This design comes from an exercise in tuning for small area, a short achievable clock period and few clock cycles per item on the open sky130 flow, not from production work.
At most, simulation tests tie the RTL to the original design; equivalence was not proved.

==> module dual_incremental_pi_speed_control, before the edit <==
module dual_incremental_pi_speed_control (
    input  wire                        aclk,
    input  wire                        aresetn,
    input  wire                        cfg_wr_en,
    input  wire [CFG_INDEX_WIDTH-1:0]  cfg_index,
    input  wire [CFG_DATA_WIDTH-1:0]   cfg_wr_data,
    input  wire                        s_tvalid,
    output logic                       s_tready,
    input  wire [IN_DATA_WIDTH-1:0]    s_tdata,
    output logic                       m_tvalid,
    input  wire                        m_tready,
    output logic [OUT_DATA_WIDTH-1:0]  m_tdata
);
    localparam int RW = DA_ROWS * (34 - DA_LOW);
    logic signed [15:0] ref_r;
    logic        [14:0] lim_r;
    logic signed [15:0] gna_r, gpa_r, gnb_r, gpb_r;
    logic signed [16:0] gsa_r, gsb_r;    
    always_ff @(posedge aclk) begin
        if (!aresetn) begin
            ref_r <= RESET_REFERENCE_SPEED;
            lim_r <= RESET_VOLTAGE_LIMIT;
            gna_r <= RESET_GAIN_NOW_A;
            gpa_r <= RESET_GAIN_PREV_A;
            gnb_r <= RESET_GAIN_NOW_B;
            gpb_r <= RESET_GAIN_PREV_B;
        end else if (cfg_wr_en) begin
            case (cfg_index)
                REG_REFERENCE_SPEED: ref_r <= cfg_wr_data;
                REG_VOLTAGE_LIMIT:   lim_r <= cfg_wr_data[14:0];
                REG_GAIN_NOW_A:      gna_r <= cfg_wr_data;
                REG_GAIN_PREV_A:     gpa_r <= cfg_wr_data;
                REG_GAIN_NOW_B:      gnb_r <= cfg_wr_data;
                REG_GAIN_PREV_B:     gpb_r <= cfg_wr_data;
                default: ;
            endcase
        end
    end
    function automatic logic [6:0] add6(input logic [5:0] a, input logic [5:0] b,
                                        input logic ci);
        logic c;
        c = ci;
        for (int i = 0; i < 6; i++) begin
            {c, add6[i]} = {1'b0, a[i]} + {1'b0, b[i]} + {1'b0, c};
        end
        add6[6] = c;
    endfunction
    logic [16:0] gna_x, gpa_x, gnb_x, gpb_x;
    logic [6:0]  gsa_0, gsa_1, gsa_2, gsb_0, gsb_1, gsb_2;
    logic        gca_6, gca_12, gcb_6, gcb_12;
    logic [1:0]  cfg_hold;
    assign gna_x = {gna_r[15], gna_r};
    assign gpa_x = {gpa_r[15], gpa_r};
    assign gnb_x = {gnb_r[15], gnb_r};
    assign gpb_x = {gpb_r[15], gpb_r};
    assign gsa_0 = add6(gna_x[5:0], gpa_x[5:0], 1'b0);
    assign gsa_1 = add6(gna_x[11:6], gpa_x[11:6], gca_6);
    assign gsa_2 = add6({1'b0, gna_x[16:12]}, {1'b0, gpa_x[16:12]}, gca_12);
    assign gsb_0 = add6(gnb_x[5:0], gpb_x[5:0], 1'b0);
    assign gsb_1 = add6(gnb_x[11:6], gpb_x[11:6], gcb_6);
    assign gsb_2 = add6({1'b0, gnb_x[16:12]}, {1'b0, gpb_x[16:12]}, gcb_12);
    always_ff @(posedge aclk) begin
        gsa_r  <= {gsa_2[4:0], gsa_1[5:0], gsa_0[5:0]};
        gca_6  <= gsa_0[6];
        gca_12 <= gsa_1[6];
        gsb_r  <= {gsb_2[4:0], gsb_1[5:0], gsb_0[5:0]};
        gcb_6  <= gsb_0[6];
        gcb_12 <= gsb_1[6];
    end
    always_ff @(posedge aclk) begin
        if (!aresetn || cfg_wr_en) begin
            cfg_hold <= 2'd2;
        end else if (cfg_hold != 2'd0) begin
            cfg_hold <= cfg_hold - 2'd1;
        end
    end
    logic               go, r0_load, accept;
    logic               v0, vs, v1;
    logic               en_in;
    logic signed [16:0] ea_in, eb_in;
    logic               en_sk, en0;
    logic signed [16:0] ea_sk, eb_sk, ea0, eb0;
    logic               en_l;
    logic signed [16:0] ea_l, eb_l;
    logic [RW-1:0]      ra1, rb1;
    logic               cla1, clb1;
    logic signed [15:0] da_o, db_o;
    logic signed [16:0] ea_o, eb_o;
    assign en_in = s_tdata[0];
    assign ea_in = 17'(ref_r) - 17'($signed(s_tdata[16:1]));
    assign eb_in = 17'(ref_r) - 17'($signed(s_tdata[32:17]));
    assign go       = !m_tvalid || m_tready;
    assign r0_load  = go || !v0;
    assign s_tready = !vs && (cfg_hold == 2'd0);
    assign accept   = s_tvalid && s_tready;
    always_ff @(posedge aclk) begin
        if (!aresetn) begin
            v0 <= 1'b0;
            vs <= 1'b0;
        end else if (r0_load) begin
            v0 <= vs || accept;
            vs <= 1'b0;
        end else if (accept) begin
            vs <= 1'b1;
        end
    end
    always_ff @(posedge aclk) begin
        if (!aresetn) begin
            en0 <= 1'b0; ea0 <= 17'h0; eb0 <= 17'h0;
        end else if (r0_load) begin
            if (vs) begin
                en0 <= en_sk; ea0 <= ea_sk; eb0 <= eb_sk;
            end else begin
                en0 <= en_in; ea0 <= ea_in; eb0 <= eb_in;
            end
        end
    end
    always_ff @(posedge aclk) begin
        if (!r0_load && accept) begin
            en_sk <= en_in; ea_sk <= ea_in; eb_sk <= eb_in;
        end
    end
    logic [16:0] epa, epb;
    always_ff @(posedge aclk) begin
        if (!aresetn) begin
            v1   <= 1'b0;
            en_l <= 1'b0;
            epa  <= 17'h0;
            epb  <= 17'h0;
        end else if (go) begin
            v1 <= v0;
            if (v0) begin
                en_l <= en0;
                epa  <= en0 ? ea0 : 17'h0;
                epb  <= en0 ? eb0 : 17'h0;
            end
        end
    end
    logic [RW-1:0] ra, rb;
    logic          cla, clb;
    dipsc_sa u_sa_a (.e(ea0), .ep(epa), .gn(gna_r), .gp(gpa_r), .gs(gsa_r), .rows(ra), .cl(cla));
    dipsc_sa u_sa_b (.e(eb0), .ep(epb), .gn(gnb_r), .gp(gpb_r), .gs(gsb_r), .rows(rb), .cl(clb));
    always_ff @(posedge aclk) begin
        if (go && v0) begin
            ea_l <= ea0;
            eb_l <= eb0;
            ra1  <= ra;
            cla1 <= cla;
            rb1  <= rb;
            clb1 <= clb;
        end
    end
    logic [15:0] nlim;
    logic [15:0] sa, sb;
    logic        gta, lta, gtb, ltb;
    assign nlim = -{1'b0, lim_r};
    dipsc_sb u_sb_a (.rows(ra1), .cl(cla1), .u(da_o), .lim(lim_r), .s(sa), .gt(gta), .lt(lta));
    dipsc_sb u_sb_b (.rows(rb1), .cl(clb1), .u(db_o), .lim(lim_r), .s(sb), .gt(gtb), .lt(ltb));
    always_ff @(posedge aclk) begin
        if (!aresetn) begin
            m_tvalid <= 1'b0;
        end else if (go) begin
            m_tvalid <= v1;
        end
    end
    always_ff @(posedge aclk) begin
        if (!aresetn) begin
            da_o <= 16'h0;
            db_o <= 16'h0;
        end else if (go && v1) begin
            da_o <= !en_l ? 16'h0 : gta ? {1'b0, lim_r} : lta ? nlim : sa;
            db_o <= !en_l ? 16'h0 : gtb ? {1'b0, lim_r} : ltb ? nlim : sb;
        end
    end
    always_ff @(posedge aclk) begin
        if (go && v1) begin
            ea_o <= ea_l;
            eb_o <= eb_l;
        end
    end
    assign m_tdata = {6'b0, eb_o, ea_o, db_o, da_o};
endmodule
==> flow/config.mk <==
export PLATFORM = sky130hd
export DESIGN_NAME = dual_incremental_pi_speed_control
export DESIGN_NICKNAME = dual_incremental_pi_speed_control
export VERILOG_FILES = /design/flow/design.v
export SDC_FILE = /design/flow/constraint.sdc
export NUM_CORES = 4
export LEC_CHECK = 0
export ABC_AREA = 1
export CAP_MARGIN = 20
export CORE_MARGIN = 2
export CORE_UTILIZATION = 40
export CTS_BUF_LIST = sky130_fd_sc_hd__clkbuf_8
export SLEW_MARGIN = 20
==> flow/constraint.sdc <==
create_clock -name core_clock -period 13.0 [get_ports {aclk}]
set_input_delay 2.6000 -clock core_clock [delete_from_list [all_inputs] [get_ports {aclk}]]
set_output_delay 2.6000 -clock core_clock [all_outputs]
set_load 0.01 [all_outputs]
standard.sh (not shown) runs the stock make flow with config.mk's settings and CLKGATE_MAP_FILE= SYNTH_SCRIPT=/design/flow/synth_recipe.tcl, a recipe that flattens the netlist after the stock synthesis.
==> flow/flow/run.sh <==
#!/bin/bash
# The standard layout (standard.sh: the standard flow's synthesis and ORFS flow, unchanged
# scripts) with two settings changed:
#  - timing repair is asked to leave more setup slack than the clock period
#    needs (flow/margin.txt), so that paths end up shorter;
set -euo pipefail
MARGIN=$(cat flow/margin.txt)
bash standard.sh SETUP_SLACK_MARGIN=$MARGIN \
  "BUFFER_PORTS_ARGS=-buffer_cell sky130_fd_sc_hd__buf_2" finish > standard.log 2>&1
==> flow/flow/margin.txt <==
8.7
The first run produced a clean layout.
Change:
--- a/flow/design.v
+++ b/flow/design.v
@@ -1671,17 +1671,13 @@
         end
     end
     always_ff @(posedge aclk) begin
-        if (!aresetn) begin
-            en0 <= 1'b0; ea0 <= 17'h0; eb0 <= 17'h0;
-        end else if (r0_load) begin
+        if (r0_load) begin
             if (vs) begin
                 en0 <= en_sk; ea0 <= ea_sk; eb0 <= eb_sk;
             end else begin
                 en0 <= en_in; ea0 <= ea_in; eb0 <= eb_in;
             end
         end
-    end
-    always_ff @(posedge aclk) begin
         if (!r0_load && accept) begin
             en_sk <= en_in; ea_sk <= ea_in; eb_sk <= eb_in;
         end
After rerunning: Area after synthesis stays flat; routed wire length came out higher by roughly a tenth; hold slack gets worse by 0.0049 ns; cell area grows slightly; critical path depth went up by 3; sequential share of layout area increases by 0.37 points; setup slack improves by 0.068 ns.
Testbench counts after the change, summed over its fixed seeds: cycles 48,528, items 48,000.
For the first run of this note, only the layout was checked, not whether the RTL still works.

-- port drivers added, routing unchanged --
How much do the figures lean on ideal ports? The routed layouts below were timed once more, with nothing changed but the port constraints. Step 1 (the two cells are an assumption about what drives the block):
set clk [get_ports {aclk}]
set_driving_cell -lib_cell sky130_fd_sc_hd__clkbuf_16 $clk
set_driving_cell -lib_cell sky130_fd_sc_hd__buf_2 [delete_from_list [all_inputs] $clk]
Step 2 moves the port delays by t, midway between the first and last clock arrival at a register: inputs arrive t later, outputs are due t later. That takes back most of the time a late clock gives input paths. Three values: no drivers, after step 1, after step 2; two values: the first two.
run	shift t [ns]	setup WS [ns]	worst register clock-pin slew, ns	cell pins on the clock port's net
the first run	0.807	8.653 / 8.653 / 8.052	0.08 / 0.08	1
the second run	0.784	8.721 / 8.721 / 8.138	0.07 / 0.07	1
After both steps setup and hold are still met in every run listed. For the first run, which loses most, drivers alone change the setup slack by 0.000 ns; drivers and shift together by -0.601 ns.
